What follows belongs to an exercise in optimizing a design on an open flow for small area, a short achievable clock period and few clock cycles; a production flow would make more cautious choices.
The RTL was checked by simulation tests, not by an equivalence proof against the original design.
Power figures rest on the tool's default switching activity, not on a simulated workload.

**flow/config.mk**
```make
export PLATFORM = sky130hd
export DESIGN_NAME = pcm_frame_to_s16_stereo_mono
export DESIGN_NICKNAME = pcm_frame_to_s16_stereo_mono
export VERILOG_FILES = /design/flow/design.v
export SDC_FILE = /design/flow/constraint.sdc
export NUM_CORES = 4
export LEC_CHECK = 0
export ABC_AREA = 1
export CAP_MARGIN = 20
export CORE_MARGIN = 2
export CORE_UTILIZATION = 40
export CTS_BUF_LIST = sky130_fd_sc_hd__clkbuf_8
export PLACE_DENSITY = 0.6
export SETUP_SLACK_MARGIN = 2.5
export SLEW_MARGIN = 20
```
**flow/constraint.sdc**
```tcl
create_clock -name core_clock -period 6.5 [get_ports {clk_i}]
set_input_delay 1.3000 -clock core_clock [delete_from_list [all_inputs] [get_ports {clk_i}]]
set_output_delay 1.3000 -clock core_clock [all_outputs]
set_load 0.01 [all_outputs]
```
**flow/design.v**
```verilog
package pfs_pkg;
  localparam int unsigned SAMPLE_W = 32;
  localparam int unsigned PCM16_W  = 16;
  localparam int unsigned MONO_W   = 32;
  localparam int unsigned LVL_W    = 33;
  localparam int unsigned APB_AW = 3;
  localparam int unsigned APB_DW = 32;
  localparam int unsigned FMT_W  = 3;
  localparam logic REG_FORMAT = 1'b0;
  localparam logic REG_STEREO = 1'b1;
  localparam logic [FMT_W-1:0] FMT_FLOAT32 = 3'd0;
  localparam logic [FMT_W-1:0] FMT_PCM8    = 3'd1;
  localparam logic [FMT_W-1:0] FMT_PCM16   = 3'd2;
  localparam logic [FMT_W-1:0] FMT_PCM24   = 3'd3;
  localparam logic [FMT_W-1:0] FMT_PCM32   = 3'd4;
  localparam logic signed [LVL_W-1:0] LVL_ONE     = {2'b01, 31'b0};
  localparam logic signed [LVL_W-1:0] LVL_NEG_ONE = {2'b11, 31'b0};
  typedef logic signed [LVL_W-1:0] level_t;
endpackage
module pfs_lane (
  input  logic [pfs_pkg::SAMPLE_W-1:0] word_i,
  input  logic [pfs_pkg::FMT_W-1:0]    fmt_i,
  input  logic                         zero_i,
  output logic [32:0]                  x_o,
  output logic                         s_o
);
  logic [7:0]  ex;
  logic        nan, big, inr, is_flt, is_pcm;
  logic [31:0] fmag, pl;
  logic [1:0]  bsh;
  logic [32:0] y;
  always_comb begin
    ex   = word_i[30:23];
    nan  = (&ex) && (|word_i[22:0]);
    big  = ex[7] || (&ex[6:0]);
    inr  = (ex[7:5] == 3'b011);
    fmag = {1'b1, word_i[22:0], 8'b0} >> (~ex[4:0]);
    bsh  = {fmt_i[1] ^ fmt_i[0], fmt_i[0]};
    pl   = word_i << {bsh, 3'b000};
    pl[31] = pl[31] ^ (fmt_i == pfs_pkg::FMT_PCM8);
    is_flt = !zero_i && (fmt_i == pfs_pkg::FMT_FLOAT32);
    is_pcm = !zero_i && (fmt_i == pfs_pkg::FMT_PCM8  || fmt_i == pfs_pkg::FMT_PCM16 ||
                         fmt_i == pfs_pkg::FMT_PCM24 || fmt_i == pfs_pkg::FMT_PCM32);
    s_o  = (fmt_i == pfs_pkg::FMT_FLOAT32) && word_i[31];
    if (is_flt)      y = {1'b0, big && !nan, (inr && !big) ? fmag[30:0] : 31'b0};
    else if (is_pcm) y = {pl[31], pl};
    else             y = '0;
    x_o = y ^ {33{s_o}};
  end
endmodule
module pfs_s16_step (
  input  logic [32:0] x_i,
  input  logic        s_i,
  output logic [2:0]  k_o
);
  logic [14:0] u, v;
  logic        gt, lt, eq, c, anz, a15, dec, k2, k1, km, x0;
  always_comb begin
    u   = x_i[15:1];
    v   = x_i[30:16];
    gt  = u > v;
    lt  = u < v;
    eq  = !gt && !lt;
    c   = s_i ? (lt || (eq && !x_i[0] && x_i[15])) : (gt || (eq && x_i[0] && !x_i[15]));
    anz = s_i ? (x_i[31:16] != 16'hFFFF) : (x_i[31:16] != 16'h0000);
    a15 = x_i[31] ^ s_i;
    dec = a15 || (!c && anz);
    k2  = s_i ? dec  : (x_i[32] & c);
    k1  = s_i ? !dec : (x_i[32] & !c);
    km  = !s_i & !x_i[32] & dec;
    x0  = x_i[16];
    k_o = {k1 | km, k2 | (k1 & x0), km & !x0};
  end
endmodule
module pfs_s16 (
  input  logic [15:0]                        x_i,
  input  logic [2:0]                         k_i,
  output logic signed [pfs_pkg::PCM16_W-1:0] pcm16_o
);
  logic [15:0] pu, pd, flip;
  always_comb begin
    pu[1] = 1'b1;
    pd[1] = 1'b1;
    for (int i = 2; i < 16; i++) begin
      pu[i] = pu[i-1] & x_i[i-1];
      pd[i] = pd[i-1] & !x_i[i-1];
    end
    flip[0] = k_i[2];
    for (int i = 1; i < 16; i++) flip[i] = (pu[i] & k_i[1]) | (pd[i] & k_i[0]);
    pcm16_o = x_i ^ flip;
  end
endmodule
module pfs_add #(parameter int N = 33) (
  input  logic [N-1:0] a_i,
  input  logic [N-1:0] b_i,
  input  logic         cin_i,
  output logic [N-1:0] sum_o,
  output logic         gtop_o    
);
  logic [N-1:0] p, g, gp, pp;
  always_comb begin
    p  = a_i ^ b_i;
    g  = a_i & b_i;
    gp = g;
    pp = p;
    for (int l = 0; (1 << l) < N; l++)
      for (int i = (2 << l) - 1; i < N; i += (2 << l)) begin
        gp[i] = gp[i] | (pp[i] & gp[i - (1 << l)]);
        pp[i] = pp[i] & pp[i - (1 << l)];
      end
    for (int l = 5; l >= 0; l--)
      if ((1 << l) < N)
        for (int i = (3 << l) - 1; i < N; i += (2 << l)) begin
          gp[i] = gp[i] | (pp[i] & gp[i - (1 << l)]);
          pp[i] = pp[i] & pp[i - (1 << l)];
        end
    sum_o[0] = p[0] ^ cin_i;
    for (int i = 1; i < N; i++) sum_o[i] = p[i] ^ (gp[i-1] | (pp[i-1] & cin_i));
    gtop_o = gp[N-2];
  end
endmodule
module pfs_merge (
  input  logic [32:0]                        xl_i,
  input  logic                               sl_i,
  input  logic [32:0]                        xr_i,
  input  logic                               sr_i,
  output logic signed [pfs_pkg::MONO_W-1:0]  mono_o
);
  logic [33:0] xl, xr, sv, cv;
  logic [32:0] q;
  logic        gtop, neg, cin, sat;
  always_comb begin
    xl = {xl_i[32], xl_i};
    xr = {xr_i[32], xr_i};
    sv = xl ^ xr ^ {33'b0, sl_i};
    cv = {(xl[32:0] & xr[32:0]) | {32'b0, (xl[0] ^ xr[0]) & sl_i}, sr_i};
  end
  pfs_add #(33) u_add (.a_i(sv[33:1]), .b_i(cv[33:1]), .cin_i(cin), .sum_o(q), .gtop_o(gtop));
  always_comb begin
    neg = sv[33] ^ cv[33] ^ gtop;
    cin = (sv[0] & cv[0]) | ((sv[0] ^ cv[0]) & neg);
    sat = !xl_i[32] && xl_i[31] && !sl_i && !xr_i[32] && xr_i[31] && !sr_i;
    mono_o = sat ? 32'h7FFF_FFFF : q[31:0];
  end
endmodule
module pcm_frame_to_s16_stereo_mono (
  input  logic                              clk_i,
  input  logic                              rst_ni,
  input  logic                              in_valid,
  output logic                              in_ready,
  input  logic [pfs_pkg::SAMPLE_W-1:0]      in_left_sample,
  input  logic [pfs_pkg::SAMPLE_W-1:0]      in_right_sample,
  input  logic                              in_silent,
  input  logic                              in_end_of_packet,
  output logic                              out_valid,
  input  logic                              out_ready,
  output logic signed [pfs_pkg::PCM16_W-1:0] out_left_pcm16,
  output logic signed [pfs_pkg::PCM16_W-1:0] out_right_pcm16,
  output logic signed [pfs_pkg::MONO_W-1:0]  out_mono_level,
  output logic                              out_last_of_packet,
  input  logic                              psel,
  input  logic                              penable,
  input  logic                              pwrite,
  input  logic [pfs_pkg::APB_AW-1:0]        paddr,
  input  logic [pfs_pkg::APB_DW-1:0]        pwdata,
  output logic [pfs_pkg::APB_DW-1:0]        prdata,
  output logic                              pready
);
  logic [pfs_pkg::FMT_W-1:0] fmt_q;
  logic             stereo_q;
  logic             v1_q, v2_q, rdy1, rdy2;
  logic [pfs_pkg::SAMPLE_W-1:0] right_word;
  logic [32:0]      xl, xr, xl_q, xr_q;
  logic             sl, sr, sl_q, sr_q;
  logic [2:0]       kl, kr;
  logic             last1_q, last2_q;
  logic signed [pfs_pkg::PCM16_W-1:0] l16_d, r16_d, l16_q, r16_q;
  logic signed [pfs_pkg::MONO_W-1:0]  mono_d, mono_q;
  assign pready = 1'b1;
  always_ff @(posedge clk_i or negedge rst_ni) begin
    if (!rst_ni) begin
      fmt_q    <= pfs_pkg::FMT_FLOAT32;
      stereo_q <= 1'b1;
    end else if (psel && penable && pwrite) begin
      if (paddr[2]) stereo_q <= pwdata[0];
      else          fmt_q    <= pwdata[pfs_pkg::FMT_W-1:0];
    end
  end
  assign prdata = paddr[2] ? {{(pfs_pkg::APB_DW-1){1'b0}}, stereo_q}
                           : {{(pfs_pkg::APB_DW-pfs_pkg::FMT_W){1'b0}}, fmt_q};
  assign right_word = stereo_q ? in_right_sample : in_left_sample;
  pfs_lane u_lane_l (.word_i(in_left_sample), .fmt_i(fmt_q), .zero_i(in_silent), .x_o(xl), .s_o(sl));
  pfs_lane u_lane_r (.word_i(right_word),     .fmt_i(fmt_q), .zero_i(in_silent), .x_o(xr), .s_o(sr));
  assign rdy2     = !v2_q || out_ready;
  assign rdy1     = !v1_q || rdy2;
  assign in_ready = rdy1;
  always_ff @(posedge clk_i or negedge rst_ni) begin
    if (!rst_ni) begin
      v1_q <= 1'b0;
      v2_q <= 1'b0;
    end else begin
      if (rdy1) v1_q <= in_valid;
      if (rdy2) v2_q <= v1_q;
    end
  end
  always_ff @(posedge clk_i) begin
    if (rdy1) begin
      xl_q    <= xl;
      sl_q    <= sl;
      xr_q    <= xr;
      sr_q    <= sr;
      last1_q <= in_end_of_packet;
    end
  end
  pfs_s16_step u_step_l (.x_i(xl_q), .s_i(sl_q), .k_o(kl));
  pfs_s16_step u_step_r (.x_i(xr_q), .s_i(sr_q), .k_o(kr));
  pfs_s16 u_s16_l (.x_i(xl_q[31:16]), .k_i(kl), .pcm16_o(l16_d));
  pfs_s16 u_s16_r (.x_i(xr_q[31:16]), .k_i(kr), .pcm16_o(r16_d));
  pfs_merge u_merge (
    .xl_i  (xl_q),
    .sl_i  (sl_q),
    .xr_i  (xr_q),
    .sr_i  (sr_q),
    .mono_o(mono_d)
  );
  always_ff @(posedge clk_i) begin
    if (rdy2) begin
      l16_q   <= l16_d;
      r16_q   <= r16_d;
      mono_q  <= mono_d;
      last2_q <= last1_q;
    end
  end
  assign out_valid          = v2_q;
  assign out_left_pcm16     = l16_q;
  assign out_right_pcm16    = r16_q;
  assign out_mono_level     = mono_q;
  assign out_last_of_packet = last2_q;
endmodule
```
**flow/flow/run.sh**
```bash
#!/bin/bash
set -euo pipefail
export BUFFER_PORTS_ARGS="-buffer_cell sky130_fd_sc_hd__buf_2"
bash standard.sh > standard.log 2>&1
```
**flow/standard.sh**
```bash
#!/bin/bash
# synth_recipe.tcl (not shown) runs the flow's synth.tcl, then flattens the netlist and writes it again
# the make line also repeats each setting of config.mk as NAME=value (left out here)
make -C /OpenROAD-flow-scripts/flow DESIGN_CONFIG=/design/flow/config.mk WORK_HOME=/design/flow/orfs CLKGATE_MAP_FILE= SYNTH_SCRIPT=/design/flow/synth_recipe.tcl "${@:-finish}"
```
==> results.env, run 1 <==
CRITPATHCAPTURETYPE='register'
CRITICAL-PATH-SLOWEST-CELL='sky130_fd_sc_hd__o21ai_4'
POWERDENSITY_mW_PER_MM2=305.5
CLOCK_PATH_BUFFERS=2
CLOCK_TREE.ROOT_CELL='sky130_fd_sc_hd__clkbuf_8'
HOLD_VIOLATIONS=0
SYNTHESIS.AREA_PER_INSTANCE_SQ_UM=6.713
CLKSINKCOUNT=140
ASYNC_FLOP_SHARE_PCT=4.286
MULTI_INPUT_LOGIC_AREA_SQ_MM=0.009000
CTS_INSERTED_BUFFERS=17
PATH_CELLS='buf_2, buf_4, inv_1, o21ai_4, inv_2, nand2_1, o21ai_0, o21ai_0, nand2_1, o21ai_1, or2_1, nand3_1, nand2_1, nand2_1, nand2_1, nand2_1'
CHIPHEIGHT_UM=195.2
POWER_REPORT.INTERNAL_TOTAL_mW=2.566
WORST_HOLD_MARGIN_NS=0.4218
YOSYS.AREA.TOP_TYPE='sky130_fd_sc_hd__edfxtp_1'
TIMING.SETUP.TNS_NS=0
POST_LAYOUT_TOTAL_POWER_mW=4.904
FINALNONFILLERCELLS=2766
POST_SYNTH_INSTANCE_AREA_SQ_MM=0.01462
PLACE_INST=2721
STATUS='finished clean'
POST_SYNTH_MAIN_AREA_CONTRIBUTORS='sky130_fd_sc_hd__edfxtp_1 (28%), sky130_fd_sc_hd__nand2_1 (18%), sky130_fd_sc_hd__ha_1 (8.5%), sky130_fd_sc_hd__inv_1 (5.9%), sky130_fd_sc_hd__nand3_1 (5.4%)'
FLOORPLAN.DIE.WIDTH_UM=195.2
POST-ROUTE-PERIOD-UTIL_PCT=58.52
SYNTH-SEQ-AREA-SHARE_PCT=28.56
FINISH.UTILIZATION_PCT=44.27
TOP_LEVEL_PORTS=208
MAX_FREQ_MHz=262.9
POWER.SHARE.COMBINATIONAL_PCT=52.9
DRC=0
FINALINSTANCEAREA_SQ_MM=0.01605
TIMING_MAX_TRANSITION_VIOLATIONS_FINAL=0
FLIP_FLOP_CELL_WITH_THE_HIGHEST_COUNT_AFTER_SYNTHESIS='sky130_fd_sc_hd__edfxtp_1'
WL_CELL_UM=18.10
MOST_NUMEROUS_CELL_IN_THE_YOSYS_NETLIST='sky130_fd_sc_hd__nand2_1'
FILLERS=3879
REGISTER_AREA_SQ_MM=0.004177
PLACEMENT_ROWS=70
LEAKAGE_nW=8.220
CLOCK_LATENCY_NS=0.46
NUM-NETS-FINAL=2493
SEQ_POWER_SHARE_PCT=32.1
CLKSLEWWORSTSETUPHOLDPATHS_NS=0.08
CRITICAL_PATH.MOST_COMMON_CELL='sky130_fd_sc_hd__nand2_1'
WORST-PATH-MAX-FANOUT=47
ROUTED_VIA_DENSITY=5.337
CTS_TREE='yes'
DPL.HPWL_UM=40240
WORST_HOLD_PATH_TYPE='reg -> reg'
CORE_AREA_SQ_MM=0.03626
GRT_PASS1_WL_UM=77800
SYNTH_TOP_AREA_SHARE_PCT=27.52
DR_TOTAL_VIAS=14760
SYNTH-WARNING-COUNT=6
SLEW-LIMIT-HEADROOM_PCT=32.83
POWER.IR.VDD_WORST_mV=0.1280
DRT-INITIAL-DRC-COUNT=1278
WORST-SLEW-PIN-TRANSITION_NS=1.004
TIMING.MAX_CAP.VIOLATIONS=0
ARRIVAL_NS=4.01
CRITICAL_PATH.MAX_STAGE_DELAY_NS=0.36
POSTSYNTHREGISTERBITS=140
GRTUSAGETOTAL_PCT=26.23
COUNT_OF_FLIP_FLOPS_WITH_A_BUILT_IN_ENABLE_AFTER_SYNTHESIS=134
LARGEST_NET_DEGREE_AT_THE_START_OF_GLOBAL_ROUTING=84
CTS_HOLD_BUF=0
CLOCKPOWERSHARE_PCT=14.9
CRITICAL_PATH_REQUIRED_NS=6.70
STARTPOINT_TYPE='input pin'
POST_ROUTE_CELLS_DRIVE_ABOVE_1_SHARE_PCT=11.93
SYNTH_CELL_TYPES=56
DRT_PASS1_ITERATIONS=6
GP_CONGESTION=0.9488
SETUP-VIOLATIONS-FINAL=0
POSTLAYOUTSETUPSLACKWORST_NS=2.696
NET_SWITCHING_POWER_mW=2.338
SWITCHING_SHARE_PCT=47.67
ANTENNA_VIOLATIONS_BEFORE_REPAIR=1
SYNTH_CELLS=2178
PORT-BUFFER-COUNT=146
FINALCRITICALPERIOD_NS=3.804
WORST_CLOCK_SKEW_NS=0.01739
VIAS_IN_THE_FIRST_GLOBAL_ROUTE=13740
CRITPATHKIND='in -> reg'
RSZ0062_AT_GRT='false'
H-TREE-DEPTH=4
STARTING_UTILIZATION_OF_THE_CORE_AREA_PCT=40.32
PLACED_CELL_AREA_SQ_MM=0.01553
POST-PLACE-WS_NS=1.987
DRT.ANTENNA.VIOLATING_NETS=0
WL_UM=50060
SYNTHTOPCELLSBYCOUNT='sky130_fd_sc_hd__nand2_1 (698), sky130_fd_sc_hd__inv_1 (228), sky130_fd_sc_hd__nand3_1 (157), sky130_fd_sc_hd__o21ai_0 (156), sky130_fd_sc_hd__edfxtp_1 (134)'
OVERFLOW=0
FLOORPLAN.DIE_AREA_SQ_MM=0.03810
AREA.GROWTH.SYNTH_TO_FINAL_PCT=9.772
## registers in the layout (all words and copies together) (netlist names), 3 cells and up
register and cells:
fmt_q 3, l16_q 16, mono_q 32, r16_q 16, xl_q 33, xr_q 33
## per-layer routing
layer | track usage [%] | vias up | routed length (um)
li1 | - | 7425 | -
met1 | 36.55 | 6666 | 22790
met2 | 41.55 | 575 | 22330
met3 | 3.005 | 97 | 3071
met4 | 10.46 | 0 | 1867
met5 | 0 | - | 0
## path summary, 6_finish.rpt
| kind | from | endpoint | slack (ns) | cells past startpoint |
|---|---|---|---|---|
| max | in_left_sample[23] | xr_q[10] | 2.70 | 16 |
| min | last1_q | last2_q | 0.42 | 0 |
| max reg2reg | fmt_q[0] | xl_q[20] | 2.76 | 11 |
| min reg2reg | last1_q | last2_q | 0.42 | 0 |
| max in group asynchronous | rst_ni | stereo_q | 5.63 | 1 |
| min in group asynchronous | rst_ni | v2_q | 0.65 | 1 |
## worst max-delay path: cells and delay by family
kind                   cells  cell delay, ns
buffers and inverters      4            0.91
AND/OR/NAND/NOR            8            0.78
AO/OA/AOI/OAI              4            1.00
## final cells by class
type                    count  area share, %
multi-input cells        1705          56.07
flip-flops and latches    140          26.02
repair buffers            174          5.901
inverters                 245          5.792
well taps                 468          3.648
clock buffers              17          1.458
clock inverters            15          1.060
repair inverters            1        0.03118
diodes                      1        0.01559
## cells by family (layout without fill, tap and decap cells)
group	count (synthesis)	count (layout)	synth area share, %
AND/OR/NAND/NOR	1107	1107	31.85
adder cells (fa/ha/maj)	101	101	8.746
buffers and inverters	362	452	10.86
multiplexers	21	21	1.446
AO/OA/AOI/OAI	386	387	14.96
other	2	31	0.05136
flip-flops	140	140	28.56
XOR/XNOR	59	59	3.534
## layout by cell type (no fill, tap or decap), types with 4 or more instances in the layout
cell,synthesis,layout
sky130_fd_sc_hd__nand2_1,698,697
sky130_fd_sc_hd__inv_1,228,226
sky130_fd_sc_hd__nand3_1,157,156
sky130_fd_sc_hd__o21ai_0,156,156
sky130_fd_sc_hd__buf_2,18,145
sky130_fd_sc_hd__edfxtp_1,134,134
sky130_fd_sc_hd__nor2_1,131,128
sky130_fd_sc_hd__ha_1,99,99
sky130_fd_sc_hd__a21oi_1,74,74
sky130_fd_sc_hd__o21ai_1,68,68
sky130_fd_sc_hd__xor2_1,53,53
sky130_fd_sc_hd__nand4_1,52,52
sky130_fd_sc_hd__o211ai_1,30,30
sky130_fd_sc_hd__conb_1,2,30
sky130_fd_sc_hd__nor3_1,28,28
sky130_fd_sc_hd__buf_4,36,27
sky130_fd_sc_hd__mux2i_1,20,20
sky130_fd_sc_hd__o21ai_2,18,18
sky130_fd_sc_hd__clkbuf_8,0,17
sky130_fd_sc_hd__inv_2,12,12
sky130_fd_sc_hd__nand2_2,8,8
sky130_fd_sc_hd__or2_2,8,8
sky130_fd_sc_hd__a22oi_1,8,8
sky130_fd_sc_hd__nor4_1,7,7
sky130_fd_sc_hd__o21a_1,7,7
sky130_fd_sc_hd__clkinv_1,4,6
sky130_fd_sc_hd__xnor2_1,6,6
sky130_fd_sc_hd__nor2_2,2,5
sky130_fd_sc_hd__clkinvlp_4,0,5
sky130_fd_sc_hd__o22ai_1,5,5
sky130_fd_sc_hd__nand2_4,3,4
sky130_fd_sc_hd__inv_6,0,4
sky130_fd_sc_hd__dfrtp_1,5,4
## power groups by stage
stage	registers [mW]	clock network, mW	logic [mW]
after global routing	1.60	0.789	2.93
after CTS	1.58	0.755	2.55
final	1.58	0.733	2.59
after floorplan	1.56	0	1.76
after global placement	1.59	0	2.51
after detailed placement	1.60	0	2.53
## timing repair
action,4_1_cts,5_1_grt
gates resized for setup,1,5
gates cloned,0,2
endpoints found under the hold margin,0,0
pin swaps,0,2
buffers inserted,0,10
setup endpoints to repair,2,50
Testbench counts, summed over its fixed seeds: cycles 18,402.
==> run 2, diff against run 1 <==
--- a/flow/config.mk
+++ b/flow/config.mk
@@ -7,3 +7,3 @@
 export LEC_CHECK = 0
-export ABC_AREA = 1
+export ABC_CLOCK_PERIOD_IN_PS = 3500
 export CAP_MARGIN = 20
==> run 2 against run 1 <==
Net effect: worst hold slack gained 0.036 ns; sequential share of layout area grew 2.0 points; first-iteration DRC count fell by 4.0%; critical path type unchanged; highest routed layer unchanged; sequential cell count is the same; sequential power up 8%; still clean; routed wire length fell by 14%; register-to-register slack got worse by 0.05 ns; critical path depth down 5; utilization rose by 0.52 points; fmax grew 0.16%.
==> results.env, run 2 <==
CLOCK_PATH_BUFFERS=2  # unchanged
MOST_NUMEROUS_CELL_IN_THE_YOSYS_NETLIST='sky130_fd_sc_hd__nand2_1'
SYNTH_TOP_FAMILY_BY_AREA='compound AO/OA/AOI/OAI gates'
NUM-NETS-FINAL=1791  # -28%
STATUS='finished clean'
MAX_FREQ_MHz=263.3  # +0.16%
CLOCKPOWERSHARE_PCT=13.9  # -1.0 points
POST_SYNTH_MAIN_AREA_CONTRIBUTORS='sky130_fd_sc_hd__edfxtp_1 (30%), sky130_fd_sc_hd__ha_1 (9.2%), sky130_fd_sc_hd__mux2i_1 (6.7%), sky130_fd_sc_hd__xnor2_1 (5.8%), sky130_fd_sc_hd__a21oi_1 (4.1%)'
TIMING.SETUP.TNS_NS=0  # unchanged
SYNTH_XOR_AREA_SHARE_PCT=7.906  # +4.4 points
TOP_LEVEL_PORTS=208  # unchanged
DPL.HPWL_UM=33290  # -17%
GRT_PASS1_WL_UM=65900  # -15%
COUNT_OF_FLIP_FLOPS_WITH_A_BUILT_IN_ENABLE_AFTER_SYNTHESIS=134  # unchanged
SLEW-LIMIT-HEADROOM_PCT=28.08  # -4.7 points
WORST-SLEW-PIN-TRANSITION_NS=1.049  # +0.04495 ns
DRT-INITIAL-DRC-COUNT=1227  # -4.0%
WORST_HOLD_MARGIN_NS=0.4574  # +0.03566 ns
POST_LAYOUT_TOTAL_POWER_mW=5.247  # +7.0%
FLOORPLAN.DIE_AREA_SQ_MM=0.03527  # -7.4%
CRITICAL_PATH_REQUIRED_NS=6.70  # about the same
VIAS_IN_THE_FIRST_GLOBAL_ROUTE=11170  # -19%
RSZ0062_AT_GRT='false'
NET_SWITCHING_POWER_mW=2.344  # +0.28%
POST_SYNTH_INSTANCE_AREA_SQ_MM=0.01352  # -7.6%
TIMING_MAX_TRANSITION_VIOLATIONS_FINAL=0  # unchanged
ARRIVAL_NS=3.99  # -0.02 ns
FLIP_FLOP_CELL_WITH_THE_HIGHEST_COUNT_AFTER_SYNTHESIS='sky130_fd_sc_hd__edfxtp_1'
TIMING.MAX_CAP.VIOLATIONS=0  # unchanged
CHIPHEIGHT_UM=187.8  # -3.8%
SYNTH-SEQ-AREA-SHARE_PCT=30.89  # +2.3 points
DR_TOTAL_VIAS=11920  # -19%
CLKSINKCOUNT=140  # unchanged
CTS_INSERTED_BUFFERS=17  # unchanged
CTS_TREE='yes'
SEQ_POWER_SHARE_PCT=32.5  # +0.4 points
ANTENNA-DIODE-COUNT=0  # -1
LAYOUT_COMMON_CELLS='sky130_fd_sc_hd__nand2_1 (146), sky130_fd_sc_hd__buf_2 (143), sky130_fd_sc_hd__edfxtp_1 (134), sky130_fd_sc_hd__a21oi_1 (111), sky130_fd_sc_hd__nor2_1 (105)'
ANTENNA_VIOLATIONS_BEFORE_REPAIR=0  # -1
FINISH.UTILIZATION_PCT=44.79  # +0.52 points
OVERFLOW=0  # unchanged
PLACEMENT_ROWS=67  # -4.3%
POWER.IR.VDD_WORST_mV=0.1571  # +23%
CRITPATHCAPTURETYPE='register'
CTS_HOLD_BUF=0  # unchanged
STARTPOINT_TYPE='input pin'
POST-ROUTE-PERIOD-UTIL_PCT=58.43  # -0.094 points
GRT.MET2_USAGE_PCT=36.40  # -5.2 points
GP_CONGESTION=0.9580  # +0.97%
FLOORPLAN.DIE.WIDTH_UM=187.8  # -3.8%
WORST_HOLD_PATH_TYPE='reg -> reg'
SYNTH_CELL_TYPES=81  # +45%
SYNTHTOPCELLSBYCOUNT='sky130_fd_sc_hd__nand2_1 (146), sky130_fd_sc_hd__edfxtp_1 (134), sky130_fd_sc_hd__a21oi_1 (111), sky130_fd_sc_hd__nor2_1 (108), sky130_fd_sc_hd__ha_1 (99)'
FINALCRITICALPERIOD_NS=3.798  # -0.006100 ns
SWITCHING_SHARE_PCT=44.67  # -3.0 points
ADDER_CELL_SHARE_OF_THE_SYNTHESIZED_AREA_PCT=9.461  # +0.72 points
LAYOUT_COMMONEST_CELL='sky130_fd_sc_hd__nand2_1'
CRITPATHKIND='in -> reg'
POSTSYNTHREGISTERBITS=140  # unchanged
CLKSLEWWORSTSETUPHOLDPATHS_NS=0.09  # about the same
SYNTHESIS.AREA_PER_INSTANCE_SQ_UM=9.095  # +35%
ASYNC_FLOP_SHARE_PCT=4.286  # unchanged
STARTING_UTILIZATION_OF_THE_CORE_AREA_PCT=40.51  # +0.18 points
SYNTH_COMPOUND_GATE_AREA_SHARE_PCT=19.24  # +4.3 points
YOSYS.AREA.TOP_TYPE='sky130_fd_sc_hd__edfxtp_1'
AREA.GROWTH.SYNTH_TO_FINAL_PCT=10.56
LARGEST_NET_DEGREE_AT_THE_START_OF_GLOBAL_ROUTING=72  # -14%
WORST-PATH-MAX-FANOUT=35  # -26%
FF2FF_PATH_DEPTH=11  # unchanged
POWERDENSITY_mW_PER_MM2=351.2  # +15%
DRT.ANTENNA.VIOLATING_NETS=0  # unchanged
GRT.BUSIEST_LAYER='met2'
ROUTED_VIA_DENSITY=5.833  # +9.3%
WL_UM=42870  # -14%
WORST_CLOCK_SKEW_NS=0.01272  # -0.004670 ns
SETUP-VIOLATIONS-FINAL=0  # unchanged
POWER.SHARE.COMBINATIONAL_PCT=53.6  # +0.7 points
GRTUSAGETOTAL_PCT=24.08  # -2.1 points
WL_CELL_UM=20.98  # +16%
SYNTH_TOP_AREA_SHARE_PCT=29.77  # +2.3 points
CLOCK_LATENCY_NS=0.47  # about the same
TOP_REGS='xl_q (33), xr_q (33), mono_q (32)'
SYNTH_CELLS=1486  # -32%
GLOBAL_ROUTE.USAGE.MET3_PCT=3.462  # +0.46 points
CLOCK_TREE.ROOT_CELL='sky130_fd_sc_hd__clkbuf_8'
CORE_AREA_SQ_MM=0.03336  # -8.0%
POWER_REPORT.INTERNAL_TOTAL_mW=2.903  # +13%
GR-USAGE-MET1_PCT=34.13  # -2.4 points
H-TREE-DEPTH=4  # unchanged
HOLD-PATH-CELL-COUNT=0  # unchanged
POST_ROUTE_CELLS_DRIVE_ABOVE_1_SHARE_PCT=17.43  # +5.5 points
DRT_PASS1_ITERATIONS=6  # unchanged
SYNTH-WARNING-COUNT=6  # unchanged
DRC=0  # unchanged
YOSYS-MUX-AREA-FRACTION_PCT=12.10  # +11 points
YOSYS.AREA_SHARE.SIMPLE_PCT=14.43  # -17 points
PORT-BUFFER-COUNT=146  # unchanged
HOLD_VIOLATIONS=0  # unchanged
LEAKAGE_nW=6.265  # -24%
[run 2: changes by cell type after synthesis, moves of 25 or more]
cell	before	now
sky130_fd_sc_hd__mux2_2	1	34
sky130_fd_sc_hd__nand2_1	698	146
sky130_fd_sc_hd__a211oi_1	2	27
sky130_fd_sc_hd__nand3_1	157	19
sky130_fd_sc_hd__o21ai_0	156	61
sky130_fd_sc_hd__o22ai_1	5	38
sky130_fd_sc_hd__inv_1	228	55
sky130_fd_sc_hd__nand4_1	52	21
sky130_fd_sc_hd__o21ai_1	68	8
sky130_fd_sc_hd__a21oi_1	74	111
sky130_fd_sc_hd__mux2i_1	20	90
sky130_fd_sc_hd__xnor2_1	6	90
[run 2: area by class of cell]
class | instances | area (sq um)
flip-flops and latches | 140 | 4180
repair buffers | 162 | 865.8
fillers | 3361 | 18420
clock inverters | 15 | 177.7
clock buffers | 17 | 234.0
inverters | 57 | 214.0
well taps | 448 | 560.5
multi-input cells | 1204 | 8711
[run 2: logic make-up (layout without fill, tap and decap cells)]
kind of cell	Yosys count	count (layout)
compound gates	396	396
xor+xnor	122	122
fa+ha+maj	101	101
buf+inv	170	251
flops	140	140
mux	140	140
other cells	2	30
simple gates	415	415
[run 2: worst paths after layout]
kind	from	to	slack (ns)
setup / recovery	in_left_sample[24]	xr_q[2]	2.70
hold / removal	last1_q	last2_q	0.46
setup reg to reg	stereo_q	xr_q[13]	2.71
hold reg to reg	last1_q	last2_q	0.46
max in group asynchronous	rst_ni	stereo_q	5.65
min in group asynchronous	rst_ni	fmt_q[2]	0.63
[run 2: stage by stage]
step,instances,setup slack [ns],instance area (sq um)
final,2043,2.702,14940
after global placement,2010,1.878,14460
after CTS,2042,2.523,14880
after floorplan,1514,2.204,13620
after detailed placement,2010,1.863,14460
after global routing,2043,2.528,14940
[run 2: routing by layer]
metal / up-vias / routed length [um] / share of wire, %
met2: 529 / 18790 / 44
li1: 5706 / - / -
met5: - / 0 / 0
met3: 74 / 2959 / 6.9
met1: 5608 / 19630 / 46
met4: 0 / 1497 / 3.5
[run 2: repair_timing]
| action | in CTS | in global routing |
|---|---|---|
| pin swaps | 0 | 1 |
| endpoints found under the setup margin | 2 | 22 |
| buffers inserted | 0 | 1 |
| gates resized for setup | 2 | 14 |
[run 2: power by group through the flow]
stage	Clock [mW]	Sequential (mW)	Combinational (mW)
global route	0.789	1.73	3.11
CTS	0.755	1.70	2.78
detailed placement	0	1.72	2.75
global placement	0	1.72	2.72
finish	0.729	1.70	2.81
floorplan	0	1.68	1.95
[run 2: critical path: stages]
cell	delay, ns
sky130_fd_sc_hd__buf_4	0.38
sky130_fd_sc_hd__mux2_4	0.42
sky130_fd_sc_hd__mux2i_1	0.29
sky130_fd_sc_hd__nor2_1	0.06
sky130_fd_sc_hd__a21oi_1	0.16
sky130_fd_sc_hd__nand2_1	0.08
sky130_fd_sc_hd__o21ai_0	0.27
sky130_fd_sc_hd__o21ai_0	0.22
sky130_fd_sc_hd__a222oi_1	0.39
sky130_fd_sc_hd__o22ai_1	0.21
sky130_fd_sc_hd__xor2_1	0.20
==> run 3, diff against run 2 <==
--- a/flow/config.mk
+++ b/flow/config.mk
@@ -7,3 +7,2 @@
 export LEC_CHECK = 0
-export ABC_CLOCK_PERIOD_IN_PS = 3500
 export CAP_MARGIN = 20
@@ -11,3 +10,2 @@
 export CORE_UTILIZATION = 40
-export CTS_BUF_LIST = sky130_fd_sc_hd__clkbuf_8
 export PLACE_DENSITY = 0.6
==> run 3 against run 2 <==
Net effect: critical endpoint unchanged; sequential power about the same; highest routed layer unchanged; final cell count is the same; power grew 5.0%; synthesized cell count unchanged; clock power rose by 36%; synthesized area stayed put; first-iteration DRC count fell by 5.3%; largest power group unchanged; final area increased by 1.3%; critical path depth grew 2.
==> results.env, run 3 <==
STATUS='finished clean'
CLOCK_LATENCY_NS=0.45  # -0.02 ns
TOP_LEVEL_PORTS=208  # unchanged
GRT_PASS1_WL_UM=66020  # +0.19%
SLEW-LIMIT-HEADROOM_PCT=26.98  # -1.1 points
LAYOUT_COMMONEST_CELL='sky130_fd_sc_hd__nand2_1'
WORST-SLEW-PIN-TRANSITION_NS=1.065  # +0.01613 ns
ROUTED_VIA_DENSITY=5.859  # +0.44%
RSZ0062_AT_GRT='false'
TIMING.SETUP.TNS_NS=0  # unchanged
WORST_CLOCK_SKEW_NS=0.01112  # -0.001609 ns
FINALCRITICALPERIOD_NS=3.867  # +0.06922 ns
POWERDENSITY_mW_PER_MM2=364.2  # +3.7%
OVERFLOW=0  # unchanged
COUNT_OF_FLIP_FLOPS_WITH_A_BUILT_IN_ENABLE_AFTER_SYNTHESIS=134  # unchanged
VIAS_IN_THE_FIRST_GLOBAL_ROUTE=11190  # +0.16%
SYNTH_CELL_TYPES=81  # unchanged
SETUP.REG_TO_REG.WORST_SLACK_NS=2.64  # -0.07 ns
GRT.BUSIEST_LAYER='met2'
DRT-INITIAL-DRC-COUNT=1162  # -5.3%
TIMING.MAX_CAP.VIOLATIONS=0  # unchanged
GRTUSAGETOTAL_PCT=24.15  # +0.065 points
CTS_INSERTED_BUFFERS=17  # unchanged
LEAKAGE_nW=6.352  # +1.4%
GP_CONGESTION=0.9580  # unchanged
WORST_R2R_ENDPOINT='xr_q[13]'
POST-ROUTE-PERIOD-UTIL_PCT=59.49  # +1.1 points
PLACEMENT_ROWS=67  # unchanged
DPL.HPWL_UM=33290  # unchanged
CTS_HOLD_BUF=0  # unchanged
DRC=0  # unchanged
HOLD_PATH_END='last2_q'
SETUP-VIOLATIONS-FINAL=0  # unchanged
CLOCK_PATH_BUFFERS=2  # unchanged
TIMING_MAX_TRANSITION_VIOLATIONS_FINAL=0  # unchanged
NUM-NETS-FINAL=1791  # unchanged
MULTI_INPUT_LOGIC_AREA_SQ_MM=0.008708  # about the same
REG2REG_FROM='stereo_q'
TOP_REGS='xl_q (33), xr_q (33), mono_q (32)'
GRT.MET2_USAGE_PCT=36.54  # +0.14 points
HOLD_VIOLATIONS=0  # unchanged
CTS_TREE='yes'
WORST-PATH-MAX-FANOUT=31  # -11%
CLOCK_TREE.ROOT_CELL='sky130_fd_sc_hd__clkbuf_16'
PORT-BUFFER-COUNT=146  # unchanged
FLIP_FLOP_CELL_WITH_THE_HIGHEST_COUNT_AFTER_SYNTHESIS='sky130_fd_sc_hd__edfxtp_1'
LAYOUT_COMMON_CELLS='sky130_fd_sc_hd__nand2_1 (146), sky130_fd_sc_hd__buf_2 (143), sky130_fd_sc_hd__edfxtp_1 (134), sky130_fd_sc_hd__a21oi_1 (111), sky130_fd_sc_hd__nor2_1 (106)'
SYNTH-WARNING-COUNT=6  # unchanged
ANTENNA_VIOLATIONS_BEFORE_REPAIR=0  # unchanged
CRITICAL_PATH_REQUIRED_NS=6.66  # -0.04 ns
YOSYS.AREA.TOP_TYPE='sky130_fd_sc_hd__edfxtp_1'
ARRIVAL_NS=4.03  # +0.04 ns
CHIPHEIGHT_UM=187.8  # unchanged
POST_ROUTE_CELLS_DRIVE_ABOVE_1_SHARE_PCT=17.37  # -0.063 points
MAX_FREQ_MHz=258.6  # -1.8%
POST_LAYOUT_TOTAL_POWER_mW=5.511  # +5.0%
POST_SYNTH_INSTANCE_AREA_SQ_MM=0.01352  # unchanged
FLOORPLAN.DIE.WIDTH_UM=187.8  # unchanged
CORE_AREA_SQ_MM=0.03336  # unchanged
POWER.IR.VDD_WORST_mV=0.2201  # +40%
STARTPOINT_TYPE='input pin'
ANTENNA-DIODE-COUNT=0  # unchanged
MOST_NUMEROUS_CELL_IN_THE_YOSYS_NETLIST='sky130_fd_sc_hd__nand2_1'
DR_TOTAL_VIAS=11970  # +0.44%
SYNTH-SEQ-AREA-SHARE_PCT=30.89  # unchanged
MIN_FROM='last1_q'
CRITPATHCAPTURETYPE='register'
DRT.ANTENNA.VIOLATING_NETS=0  # unchanged
SYNTH_CELLS=1486  # unchanged
WL_CELL_UM=21.05  # +0.32%
CRITPATHKIND='in -> reg'
HOLD-PATH-CELL-COUNT=0  # unchanged
STARTING_UTILIZATION_OF_THE_CORE_AREA_PCT=40.51  # unchanged
FLOORPLAN.DIE_AREA_SQ_MM=0.03527  # unchanged
CLKSINKCOUNT=140  # unchanged
POSTSYNTHREGISTERBITS=140  # unchanged
SYNTHTOPCELLSBYCOUNT='sky130_fd_sc_hd__nand2_1 (146), sky130_fd_sc_hd__edfxtp_1 (134), sky130_fd_sc_hd__a21oi_1 (111), sky130_fd_sc_hd__nor2_1 (108), sky130_fd_sc_hd__ha_1 (99)'
REGISTER_AREA_SQ_MM=0.004180  # unchanged
AREA.GROWTH.SYNTH_TO_FINAL_PCT=11.96
WORST_HOLD_PATH_TYPE='reg -> reg'
DRT_PASS1_ITERATIONS=6  # unchanged
WL_UM=43010  # +0.32%
SYNTH_TOP_AREA_SHARE_PCT=29.77  # unchanged
POST_SYNTH_MAIN_AREA_CONTRIBUTORS='sky130_fd_sc_hd__edfxtp_1 (30%), sky130_fd_sc_hd__ha_1 (9.2%), sky130_fd_sc_hd__mux2i_1 (6.7%), sky130_fd_sc_hd__xnor2_1 (5.8%), sky130_fd_sc_hd__a21oi_1 (4.1%)'
FILLERS=3342  # -0.57%
CLKSLEWWORSTSETUPHOLDPATHS_NS=0.07  # -0.02 ns
H-TREE-DEPTH=4  # unchanged
ASYNC_FLOP_SHARE_PCT=4.286  # unchanged
SYNTHESIS.AREA_PER_INSTANCE_SQ_UM=9.095  # unchanged
FF2FF_PATH_DEPTH=11  # unchanged
GR-USAGE-MET1_PCT=34.08  # -0.047 points
GLOBAL_ROUTE.USAGE.MET3_PCT=3.406  # -0.056 points
LARGEST_NET_DEGREE_AT_THE_START_OF_GLOBAL_ROUTING=72  # unchanged
[run 3: where the power goes]
part	leakage (nW)	internal (mW)	switching (mW)
Combinational	4.57	1.12	1.69
Sequential	1.49	1.43	0.280
Clock	0.293	0.579	0.412
[run 3: cells by family after synthesis]
family                   share of synthesized area [%]
buffers and inverters                            5.916
AND/OR/NAND/NOR                                  14.43
multiplexers                                     12.10
adder cells (fa/ha/maj)                          9.461
XOR/XNOR                                         7.906
AO/OA/AOI/OAI                                    19.24
other                                          0.05557
flip-flops                                       30.89
[run 3: worst max path at each step]
stage                          end                from  cells past startpoint
after detailed placement   xr_q[2]  in_left_sample[24]                     11
after global placement     xr_q[2]  in_left_sample[23]                     13
final                      xr_q[2]  in_left_sample[23]                     13
after floorplan           in_ready           out_ready                      1
after global routing       xr_q[5]            fmt_q[0]                      9
after CTS                  xr_q[2]            stereo_q                     11
[run 3: repair_timing]
action                                  in CTS  in global routing
endpoints found under the setup margin       5                 22
cloned                                       0                  0
endpoints found under the hold margin        0                  0
pin swaps                                    0                  1
resized for setup                            3                 12
buffers inserted                             0                  1
[run 3: area by class of cell]
class / instances / area share [%]
flip-flops and latches: 140 / 27.63
inverters: 57 / 1.414
well taps: 448 / 3.704
clock buffers: 17 / 2.811
repair buffers: 162 / 5.722
multi-input cells: 1204 / 57.55
clock inverters: 15 / 1.174
[run 3: worst max-delay path: stages]
cell	delay, ns
sky130_fd_sc_hd__buf_2	0.08
sky130_fd_sc_hd__buf_6	0.29
sky130_fd_sc_hd__inv_1	0.25
sky130_fd_sc_hd__o21ai_4	0.28
sky130_fd_sc_hd__buf_4	0.31
sky130_fd_sc_hd__nor2_1	0.08
sky130_fd_sc_hd__nor2_1	0.24
sky130_fd_sc_hd__mux2i_1	0.15
sky130_fd_sc_hd__nand2_1	0.09
sky130_fd_sc_hd__o21ai_0	0.12
sky130_fd_sc_hd__a222oi_1	0.39
sky130_fd_sc_hd__o22ai_1	0.22
sky130_fd_sc_hd__xor2_1	0.20
[run 3: stage by stage]
| stage | area, sq um | util, % | setup WS, ns | hold WS [ns] | cells |
|---|---|---|---|---|---|
| 2_1_floorplan | 13620 | - | 2.204 | 0.4003 | 1514 |
| 3_3_place_gp | 14460 | 43.33 | 1.878 | 0.4022 | 2010 |
| 3_5_place_dp | 14460 | 43.33 | 1.863 | 0.4165 | 2010 |
| 4_1_cts | 15070 | 45.18 | 2.526 | 0.4428 | 2042 |
| 5_1_grt | 15130 | 45.35 | 2.509 | 0.4549 | 2043 |
| 6_report | 15130 | 45.35 | 2.633 | 0.4497 | 2043 |
[run 3: routing by layer]
metal | wire, um | part of all wire [%]
met5 | 0 | 0
met4 | 1744 | 4.1
met3 | 2988 | 6.9
met2 | 18690 | 43
met1 | 19580 | 46
==> run 4, diff against run 3 <==
--- a/flow/config.mk
+++ b/flow/config.mk
@@ -10,2 +10,3 @@
 export CORE_UTILIZATION = 40
+export CTS_BUF_LIST = sky130_fd_sc_hd__clkbuf_4 sky130_fd_sc_hd__clkbuf_8
 export PLACE_DENSITY = 0.6
==> run 4 against run 3 <==
Net effect: setup slack better by 0.069 ns; routed wire length down 0.32%; sequential cell count is the same; highest routed layer unchanged.
==> results.env, run 4 <==
STATUS='finished clean'
LARGEST_NET_DEGREE_AT_THE_START_OF_GLOBAL_ROUTING=72  # unchanged
H-TREE-DEPTH=4  # unchanged
MIN_FROM='last1_q'
DRT_PASS1_ITERATIONS=6  # unchanged
FLOORPLAN.DIE.WIDTH_UM=187.8  # unchanged
DRT-INITIAL-DRC-COUNT=1227  # +5.6%
PLACE_INST=2010  # unchanged
SYNTH_TOP_FAMILY_BY_AREA='compound AO/OA/AOI/OAI gates'
FLOORPLAN.DIE_AREA_SQ_MM=0.03527  # unchanged
CLKSLEWWORSTSETUPHOLDPATHS_NS=0.09  # +0.02 ns
SYNTH-SEQ-AREA-SHARE_PCT=30.89  # unchanged
HOLD_PATH_END='last2_q'
SYNTH_CELL_TYPES=81  # unchanged
DR_TOTAL_VIAS=11920  # -0.44%
TOP_REGS='xl_q (33), xr_q (33), mono_q (32)'
PATH_CELLS='buf_4, mux2_4, mux2i_1, nor2_1, a21oi_1, nand2_1, o21ai_0, o21ai_0, a222oi_1, o22ai_1, xor2_1'
SETUP-VIOLATIONS-FINAL=0  # unchanged
STARTPOINT_TYPE='input pin'
YOSYS.AREA_SHARE.SIMPLE_PCT=14.43  # unchanged
WORST_HOLD_PATH_TYPE='reg -> reg'
POST-ROUTE-PERIOD-UTIL_PCT=58.43  # -1.1 points
FINALNONFILLERCELLS=2043  # unchanged
CLOCK_LATENCY_NS=0.47  # +0.02 ns
TIMING_MAX_TRANSITION_VIOLATIONS_FINAL=0  # unchanged
POST_ROUTE_CELLS_DRIVE_ABOVE_1_SHARE_PCT=17.43  # +0.063 points
POSTSYNTHREGISTERBITS=140  # unchanged
CRITPATHCAPTURETYPE='register'
NUM-NETS-FINAL=1791  # unchanged
SYNTH_XOR_AREA_SHARE_PCT=7.906  # unchanged
SYNTHTOPCELLSBYCOUNT='sky130_fd_sc_hd__nand2_1 (146), sky130_fd_sc_hd__edfxtp_1 (134), sky130_fd_sc_hd__a21oi_1 (111), sky130_fd_sc_hd__nor2_1 (108), sky130_fd_sc_hd__ha_1 (99)'
LAYOUT_COMMON_CELLS='sky130_fd_sc_hd__nand2_1 (146), sky130_fd_sc_hd__buf_2 (143), sky130_fd_sc_hd__edfxtp_1 (134), sky130_fd_sc_hd__a21oi_1 (111), sky130_fd_sc_hd__nor2_1 (105)'
SEQ_POWER_SHARE_PCT=32.5  # +1.5 points
SYNTH_COMPOUND_GATE_AREA_SHARE_PCT=19.24  # unchanged
ADDER_CELL_SHARE_OF_THE_SYNTHESIZED_AREA_PCT=9.461  # unchanged
SLEW-LIMIT-HEADROOM_PCT=28.08  # +1.1 points
CRITICAL-PATH-SLOWEST-CELL='sky130_fd_sc_hd__mux2_4'
WORST-SLEW-PIN-TRANSITION_NS=1.049  # -0.01613 ns
SYNTH_CELLS=1486  # unchanged
DRC=0  # unchanged
FF2FF_PATH_DEPTH=11  # unchanged
CLKSINKCOUNT=140  # unchanged
CTS_TREE='yes'
POWERDENSITY_mW_PER_MM2=351.2  # -3.6%
CLOCK_TREE.ROOT_CELL='sky130_fd_sc_hd__clkbuf_8'
TIMING.MAX_CAP.VIOLATIONS=0  # unchanged
POWER.SHARE.COMBINATIONAL_PCT=53.6  # +2.5 points
POST_LAYOUT_TOTAL_POWER_mW=5.247  # -4.8%
CRITICAL_PATH_REQUIRED_NS=6.70  # +0.04 ns
MOST_NUMEROUS_CELL_IN_THE_YOSYS_NETLIST='sky130_fd_sc_hd__nand2_1'
CORE_AREA_SQ_MM=0.03336  # unchanged
NET_SWITCHING_POWER_mW=2.344  # -1.6%
SYNTH_TOP_AREA_SHARE_PCT=29.77  # unchanged
CRITPATHKIND='in -> reg'
TIMING.SETUP.TNS_NS=0  # unchanged
STARTING_UTILIZATION_OF_THE_CORE_AREA_PCT=40.51  # unchanged
FLIP_FLOP_CELL_WITH_THE_HIGHEST_COUNT_AFTER_SYNTHESIS='sky130_fd_sc_hd__edfxtp_1'
CTS_INSERTED_BUFFERS=17  # unchanged
PORT-BUFFER-COUNT=146  # unchanged
CRITICAL_PATH.MAX_STAGE_DELAY_NS=0.42  # +0.03 ns
CLOCK_PATH_BUFFERS=2  # unchanged
WL_CELL_UM=20.98  # -0.32%
ASYNC_FLOP_SHARE_PCT=4.286  # unchanged
WORST_CLOCK_SKEW_NS=0.01272  # +0.001609 ns
SETUP.REG_TO_REG.WORST_SLACK_NS=2.71  # +0.07 ns
POST_SYNTH_INSTANCE_AREA_SQ_MM=0.01352  # unchanged
DRT.ANTENNA.VIOLATING_NETS=0  # unchanged
AREA.GROWTH.SYNTH_TO_FINAL_PCT=10.56
SYNTHESIS.AREA_PER_INSTANCE_SQ_UM=9.095  # unchanged
GRT_PASS1_WL_UM=65900  # -0.19%
RSZ0062_AT_GRT='false'
SYNTH-WARNING-COUNT=6  # unchanged
OVERFLOW=0  # unchanged
ANTENNA_VIOLATIONS_BEFORE_REPAIR=0  # unchanged
CHIPHEIGHT_UM=187.8  # unchanged
PLACEMENT_ROWS=67  # unchanged
FINALCRITICALPERIOD_NS=3.798  # -0.06922 ns
GRTUSAGETOTAL_PCT=24.08  # -0.065 points
LEAKAGE_nW=6.265  # -1.4%
PLACED_CELL_AREA_SQ_MM=0.01446  # unchanged
ANTENNA-DIODE-COUNT=0  # unchanged
CLOCKPOWERSHARE_PCT=13.9  # -4.1 points
SWITCHING_SHARE_PCT=44.67  # +1.5 points
REG2REG_FROM='stereo_q'
POWER_REPORT.INTERNAL_TOTAL_mW=2.903  # -7.2%
ROUTED_VIA_DENSITY=5.833  # -0.44%
TOP_LEVEL_PORTS=208  # unchanged
LAYOUT_COMMONEST_CELL='sky130_fd_sc_hd__nand2_1'
YOSYS-MUX-AREA-FRACTION_PCT=12.10  # unchanged
POWER.IR.VDD_WORST_mV=0.1571  # -29%
GP_CONGESTION=0.9580  # unchanged
ARRIVAL_NS=3.99  # -0.04 ns
FILLERS=3361  # +0.57%
HOLD_VIOLATIONS=0  # unchanged
MAX_FREQ_MHz=263.3  # +1.8%
WL_UM=42870  # -0.32%
WORST_R2R_ENDPOINT='xr_q[13]'
COUNT_OF_FLIP_FLOPS_WITH_A_BUILT_IN_ENABLE_AFTER_SYNTHESIS=134  # unchanged
VIAS_IN_THE_FIRST_GLOBAL_ROUTE=11170  # -0.16%
FINALINSTANCEAREA_SQ_MM=0.01494  # -1.2%
YOSYS.AREA.TOP_TYPE='sky130_fd_sc_hd__edfxtp_1'
POST_SYNTH_MAIN_AREA_CONTRIBUTORS='sky130_fd_sc_hd__edfxtp_1 (30%), sky130_fd_sc_hd__ha_1 (9.2%), sky130_fd_sc_hd__mux2i_1 (6.7%), sky130_fd_sc_hd__xnor2_1 (5.8%), sky130_fd_sc_hd__a21oi_1 (4.1%)'
CRITICAL_PATH.MOST_COMMON_CELL='sky130_fd_sc_hd__o21ai_0'
HOLD-PATH-CELL-COUNT=0  # unchanged
DPL.HPWL_UM=33290  # unchanged
WORST-PATH-MAX-FANOUT=35  # +13%
run 4: cell count changes in the layout (fill, tap and decap cells not counted):
cell                        change
sky130_fd_sc_hd__clkbuf_16     -17
sky130_fd_sc_hd__clkbuf_8      +17
sky130_fd_sc_hd__nor2_1         -1
sky130_fd_sc_hd__nor2_2         +1
run 4: how the worst max path moves through the flow:
| stage | startpoint | cells after the start | to | slack [ns] |
|---|---|---|---|---|
| floorplan | out_ready | 1 | in_ready | 2.20 |
| finish | in_left_sample[24] | 11 | xr_q[2] | 2.70 |
| global placement | in_left_sample[23] | 13 | xr_q[2] | 1.88 |
| CTS | stereo_q | 11 | xr_q[2] | 2.52 |
| global route | stereo_q | 10 | xr_q[2] | 2.53 |
| detailed placement | in_left_sample[24] | 11 | xr_q[2] | 1.86 |
run 4: layout make-up:
cell class	instances	area (sq um)	area share (%)
flip-flops and latches	140	4180	27.97
well taps	448	560.5	3.751
multi-input cells	1204	8711	58.29
inverters	57	214.0	1.432
clock buffers	17	234.0	1.566
repair buffers	162	865.8	5.794
clock inverters	15	177.7	1.189
run 4: through the flow:
step	util (%)	setup slack (ns)	hold slack, ns
final	44.79	2.702	0.4574
after global routing	44.79	2.528	0.4625
after CTS	44.60	2.523	0.4518
after detailed placement	43.33	1.863	0.4165
after global placement	43.33	1.878	0.4022
after floorplan	-	2.204	0.4003
run 4: logic make-up after synthesis:
logic type | Yosys count
flip-flops | 140
AO/OA/AOI/OAI | 396
multiplexers | 140
buffers and inverters | 170
XOR/XNOR | 122
AND/OR/NAND/NOR | 415
adder cells (fa/ha/maj) | 101
other | 2
run 4: critical path, delay by kind of cell:
kind	cells	cell delay, ns
compound gates	5	1.25
simple gates	2	0.14
xor+xnor	1	0.20
mux	2	0.71
buf+inv	1	0.38
run 4: power by group through the flow:
stage / clock [mW] / combinational, mW / sequential (mW)
2_1_floorplan: 0 / 1.95 / 1.68
6_report: 0.729 / 2.81 / 1.70
4_1_cts: 0.755 / 2.78 / 1.70
5_1_grt: 0.789 / 3.11 / 1.73
3_3_place_gp: 0 / 2.72 / 1.72
3_5_place_dp: 0 / 2.75 / 1.72
run 4: routing by layer:
| metal | global-route usage (%) | routed length [um] |
|---|---|---|
| met5 | 0 | 0 |
| met3 | 3.462 | 2959 |
| met1 | 34.13 | 19630 |
| met2 | 36.40 | 18790 |
| met4 | 10.78 | 1497 |
run 4: repair_timing:
item                       CTS  global route
pin swaps                    0             1
resized for setup            2            14
hold buffers                 0             0
buffers inserted             0             1
cloned                       0             0
setup endpoints to repair    2            22
==> run 5, diff against run 4 <==
--- a/flow/config.mk
+++ b/flow/config.mk
@@ -10,5 +10,6 @@
 export CORE_UTILIZATION = 40
-export CTS_BUF_LIST = sky130_fd_sc_hd__clkbuf_4 sky130_fd_sc_hd__clkbuf_8
+export CTS_BUF_LIST = sky130_fd_sc_hd__clkbuf_8
+export CTS_CLUSTER_SIZE = 30
 export PLACE_DENSITY = 0.6
-export SETUP_SLACK_MARGIN = 2.5
+export SETUP_SLACK_MARGIN = 3.0
 export SLEW_MARGIN = 20
==> run 5 against run 4 <==
Net effect: routed wire length up 4.6%; via count is 2.7% higher; global-route usage increased by 0.23 points; largest power group unchanged; sequential share of layout area shrank 2.0 points.
==> results.env, run 5 <==
CTS_INSERTED_BUFFERS=17  # unchanged
PLACED_CELL_AREA_SQ_MM=0.01447  # about the same
TIMING_MAX_TRANSITION_VIOLATIONS_FINAL=0  # unchanged
MIN_FROM='last1_q'
POST_ROUTE_CELLS_DRIVE_ABOVE_1_SHARE_PCT=24.91  # +7.5 points
DR_TOTAL_VIAS=12240  # +2.7%
MAX_FREQ_MHz=277.9  # +5.5%
SEQ_POWER_SHARE_PCT=29.2  # -3.3 points
POWER_REPORT.INTERNAL_TOTAL_mW=3.199  # +10%
POWER.SHARE.COMBINATIONAL_PCT=59.1  # +5.5 points
CLOCK_TREE.ROOT_CELL='sky130_fd_sc_hd__clkbuf_8'
ROUTED_VIA_DENSITY=5.779  # -0.93%
OVERFLOW=0  # unchanged
CLKSLEWWORSTSETUPHOLDPATHS_NS=0.08  # about the same
MOST_NUMEROUS_CELL_IN_THE_YOSYS_NETLIST='sky130_fd_sc_hd__nand2_1'
WORSTPATHBUFFERINVERTERCOUNT=1  # unchanged
CORE_AREA_SQ_MM=0.03336  # unchanged
PLACE_INST=2010  # unchanged
WORST-SLEW-PIN-TRANSITION_NS=1.113  # +0.06377 ns
FF2FF_PATH_DEPTH=7  # -4
ANTENNA_VIOLATIONS_BEFORE_REPAIR=0  # unchanged
LAYOUT_COMMON_CELLS='sky130_fd_sc_hd__nand2_1 (144), sky130_fd_sc_hd__buf_2 (143), sky130_fd_sc_hd__edfxtp_1 (134), sky130_fd_sc_hd__nor2_1 (105), sky130_fd_sc_hd__a21oi_1 (103)'
CLOCK_PATH_BUFFERS=2  # unchanged
STATUS='finished clean'
WORST-PATH-MAX-FANOUT=10  # -71%
CHIPHEIGHT_UM=187.8  # unchanged
FINALCRITICALPERIOD_NS=3.598  # -0.1995 ns
CTS_HOLD_BUF=0  # unchanged
CRITICAL_PATH_REQUIRED_NS=6.69  # about the same
TIMING.MAX_CAP.VIOLATIONS=0  # unchanged
COUNT_OF_FLIP_FLOPS_WITH_A_BUILT_IN_ENABLE_AFTER_SYNTHESIS=134  # unchanged
CRITICAL_PATH.MAX_STAGE_DELAY_NS=0.62  # +0.20 ns
YOSYS.AREA.TOP_TYPE='sky130_fd_sc_hd__edfxtp_1'
POST-ROUTE-PERIOD-UTIL_PCT=55.36  # -3.1 points
CLKSINKCOUNT=140  # unchanged
SYNTH_CELLS=1486  # unchanged
POST_SYNTH_INSTANCE_AREA_SQ_MM=0.01352  # unchanged
WL_CELL_UM=21.17  # +0.89%
HOLD-PATH-CELL-COUNT=0  # unchanged
GRTUSAGETOTAL_PCT=24.31  # +0.23 points
STARTING_UTILIZATION_OF_THE_CORE_AREA_PCT=40.51  # unchanged
LEAKAGE_nW=6.667  # +6.4%
DRT.ANTENNA.VIOLATING_NETS=0  # unchanged
REG2REG_FROM='stereo_q'
WORST_HOLD_MARGIN_NS=0.4345  # -0.02286 ns
DRT_PASS1_ITERATIONS=6  # unchanged
WL_UM=44840  # +4.6%
ANTENNA-DIODE-COUNT=0  # unchanged
NUM-NETS-FINAL=1869  # +4.4%
CTS_TREE='yes'
WORST_CLOCK_SKEW_NS=0.01133  # -0.001392 ns
CRITICAL-PATH-SLOWEST-CELL='sky130_fd_sc_hd__o31ai_1'
CRITICAL_PATH.MOST_COMMON_CELL='sky130_fd_sc_hd__nand4_1'
SETUP.REG_TO_REG.WORST_SLACK_NS=2.95  # +0.24 ns
AREA.GROWTH.SYNTH_TO_FINAL_PCT=18.97
NET_SWITCHING_POWER_mW=2.478  # +5.7%
H-TREE-DEPTH=4  # unchanged
DRT-INITIAL-DRC-COUNT=1155  # -5.9%
WORST_R2R_ENDPOINT='xr_q[31]'
PLACEMENT_ROWS=67  # unchanged
WORST_HOLD_PATH_TYPE='reg -> reg'
FINISH.UTILIZATION_PCT=48.19  # +3.4 points
SWITCHING_SHARE_PCT=43.65  # -1.0 points
POWER.IR.VDD_WORST_mV=0.1537  # -2.1%
PATH_CELLS='buf_2, mux2i_1, nand4_1, nor4_1, nand4_1, o31ai_1, o21ai_0, o211ai_1, o221ai_1'
POSTSYNTHREGISTERBITS=140  # unchanged
HOLD_PATH_END='last2_q'
LAYOUT_COMMONEST_CELL='sky130_fd_sc_hd__nand2_1'
ARRIVAL_NS=3.79  # -0.20 ns
ASYNC_FLOP_SHARE_PCT=4.286  # unchanged
POST-PLACE-WS_NS=1.684  # -0.1790 ns
GRT_PASS1_WL_UM=66370  # +0.72%
LARGEST_NET_DEGREE_AT_THE_START_OF_GLOBAL_ROUTING=71  # -1.4%
TOP_LEVEL_PORTS=208  # unchanged
CELL_CLASS_CONTRIBUTING_THE_BIGGEST_SHARE_OF_WORST_PATH_DELAY='compound AO/OA/AOI/OAI gates'
DRC=0  # unchanged
CRITPATHCAPTURETYPE='register'
SYNTH-SEQ-AREA-SHARE_PCT=30.89  # unchanged
SYNTH_TOP_AREA_SHARE_PCT=29.77  # unchanged
DPL.HPWL_UM=33440  # +0.45%
TOP_REGS='xl_q (33), xr_q (33), mono_q (32)'
FLIP_FLOP_CELL_WITH_THE_HIGHEST_COUNT_AFTER_SYNTHESIS='sky130_fd_sc_hd__edfxtp_1'
GP_CONGESTION=0.9709  # +1.3%
PORT-BUFFER-COUNT=146  # unchanged
POSTLAYOUTSETUPSLACKWORST_NS=2.902  # +0.1995 ns
SETUP-VIOLATIONS-FINAL=0  # unchanged
SLEW-LIMIT-HEADROOM_PCT=23.71  # -4.4 points
SYNTH_CELL_TYPES=81  # unchanged
HOLD_VIOLATIONS=0  # unchanged
RSZ0062_AT_GRT='true'
POWERDENSITY_mW_PER_MM2=353.0  # +0.54%
FINALINSTANCEAREA_SQ_MM=0.01608  # +7.6%
FLOORPLAN.DIE.WIDTH_UM=187.8  # unchanged
TIMING.SETUP.TNS_NS=0  # unchanged
SYNTH-WARNING-COUNT=6  # unchanged
SYNTHTOPCELLSBYCOUNT='sky130_fd_sc_hd__nand2_1 (146), sky130_fd_sc_hd__edfxtp_1 (134), sky130_fd_sc_hd__a21oi_1 (111), sky130_fd_sc_hd__nor2_1 (108), sky130_fd_sc_hd__ha_1 (99)'
CRITPATHKIND='in -> reg'
POST_LAYOUT_TOTAL_POWER_mW=5.677  # +8.2%
FLOORPLAN.DIE_AREA_SQ_MM=0.03527  # unchanged
FINALNONFILLERCELLS=2118  # +3.7%
VIAS_IN_THE_FIRST_GLOBAL_ROUTE=11360  # +1.7%
CLOCKPOWERSHARE_PCT=11.7  # -2.2 points
STARTPOINT_TYPE='input pin'
POST_SYNTH_MAIN_AREA_CONTRIBUTORS='sky130_fd_sc_hd__edfxtp_1 (30%), sky130_fd_sc_hd__ha_1 (9.2%), sky130_fd_sc_hd__mux2i_1 (6.7%), sky130_fd_sc_hd__xnor2_1 (5.8%), sky130_fd_sc_hd__a21oi_1 (4.1%)'
CLOCK_LATENCY_NS=0.46  # about the same
SYNTHESIS.AREA_PER_INSTANCE_SQ_UM=9.095  # unchanged
## run 5: changes by cell type in the layout (fill, tap and decap cells not counted), sizes merged
cell | previous run | this run
buf | 160 | 240
clkbuf | 19 | 17
clkinv | 4 | 7
clkinvlp | 2 | 4
inv | 64 | 56
## run 5: cells by family after synthesis
logic type / share of synthesized area [%]
flops: 30.89
simple gates: 14.43
xor+xnor: 7.906
compound gates: 19.24
buf+inv: 5.916
other cells: 0.05557
fa+ha+maj: 9.461
mux: 12.10
## run 5: per-layer routing
| layer | vias to the layer above | GRT usage (%) | part of all wire [%] |
|---|---|---|---|
| li1 | 5841 | - | - |
| met1 | 5770 | 33.78 | 44 |
| met2 | 540 | 37.41 | 44 |
| met3 | 88 | 4.305 | 7.7 |
| met4 | 0 | 9.873 | 3.7 |
| met5 | - | 0 | 0 |
## run 5: layout make-up
type,instances,area [sq um]
fillers,3253,17290
multi-input cells,1204,9238
flip-flops and latches,140,4180
repair buffers,240,1518
well taps,448,560.5
clock buffers,17,234.0
inverters,57,221.5
clock inverters,12,127.6
## run 5: worst max path at each step
stage	from	end	slack (ns)	depth (start not counted)
2_1_floorplan	out_ready	in_ready	2.20	1
3_3_place_gp	in_left_sample[23]	xr_q[2]	1.72	12
3_5_place_dp	in_left_sample[23]	xr_q[2]	1.68	12
4_1_cts	xr_q[23]	mono_q[15]	3.00	13
5_1_grt	in_left_sample[15]	xr_q[31]	2.85	9
6_report	in_left_sample[15]	xr_q[31]	2.90	9
## run 5: what timing repair did
item	4_1_cts	5_1_grt
hold endpoints to repair	0	0
cloned	0	1
setup buffers	28	50
gates resized for setup	29	79
pin swaps	13	30
endpoints found under the setup margin	46	75
## run 5: worst reg2reg max path, stage by stage (launching register included)
cell and delay [ns]:
sky130_fd_sc_hd__dfstp_4 0.80, sky130_fd_sc_hd__buf_8 0.24, sky130_fd_sc_hd__mux2i_1 0.95, sky130_fd_sc_hd__nand4_1 0.20, sky130_fd_sc_hd__o31ai_1 0.62, sky130_fd_sc_hd__o21ai_0 0.19, sky130_fd_sc_hd__o211ai_1 0.14, sky130_fd_sc_hd__o221ai_1 0.15
## run 5: power by group through the flow
| stage | clock, mW | sequential (mW) | combinational (mW) |
|---|---|---|---|
| 2_1_floorplan | 0 | 1.68 | 1.95 |
| 3_3_place_gp | 0 | 1.73 | 2.71 |
| 3_5_place_dp | 0 | 1.73 | 2.75 |
| 4_1_cts | 0.682 | 1.68 | 2.94 |
| 5_1_grt | 0.714 | 1.68 | 3.66 |
| 6_report | 0.664 | 1.66 | 3.36 |

-- afterwards: timing with drivers on the ports --
The flow's constraints put no driver on any port. The routed layouts listed below were extracted and timed again, unchanged, in two steps.
Step 1, drivers: a clkbuf_16 drives clk_i and a buf_2 each remaining input, both assumed.
Step 2 also shifts input and output timing later by t, the mid clock arrival at the registers, as if the neighbouring blocks saw the same clock.
Three values: ideal ports, drivers, drivers and shift; two values: the first two.
run	shift t [ns]	setup WS [ns]	clock arrival spread, ns	worst register clock-pin slew, ns	cell pins on the clock port's net
run 1	0.496	2.696 / 2.718 / 2.222	0.017 / 0.017	0.09 / 0.09	1
run 2	0.508	2.702 / 2.708 / 2.208	0.017 / 0.017	0.09 / 0.09	1
run 3	0.484	2.633 / 2.643 / 2.172	0.012 / 0.012	0.07 / 0.07	1
run 4	0.508	2.702 / 2.708 / 2.208	0.017 / 0.017	0.09 / 0.09	1
run 5	0.504	2.902 / 2.928 / 2.424	0.011 / 0.012	0.08 / 0.08	1
After both steps every run listed still meets setup and hold.
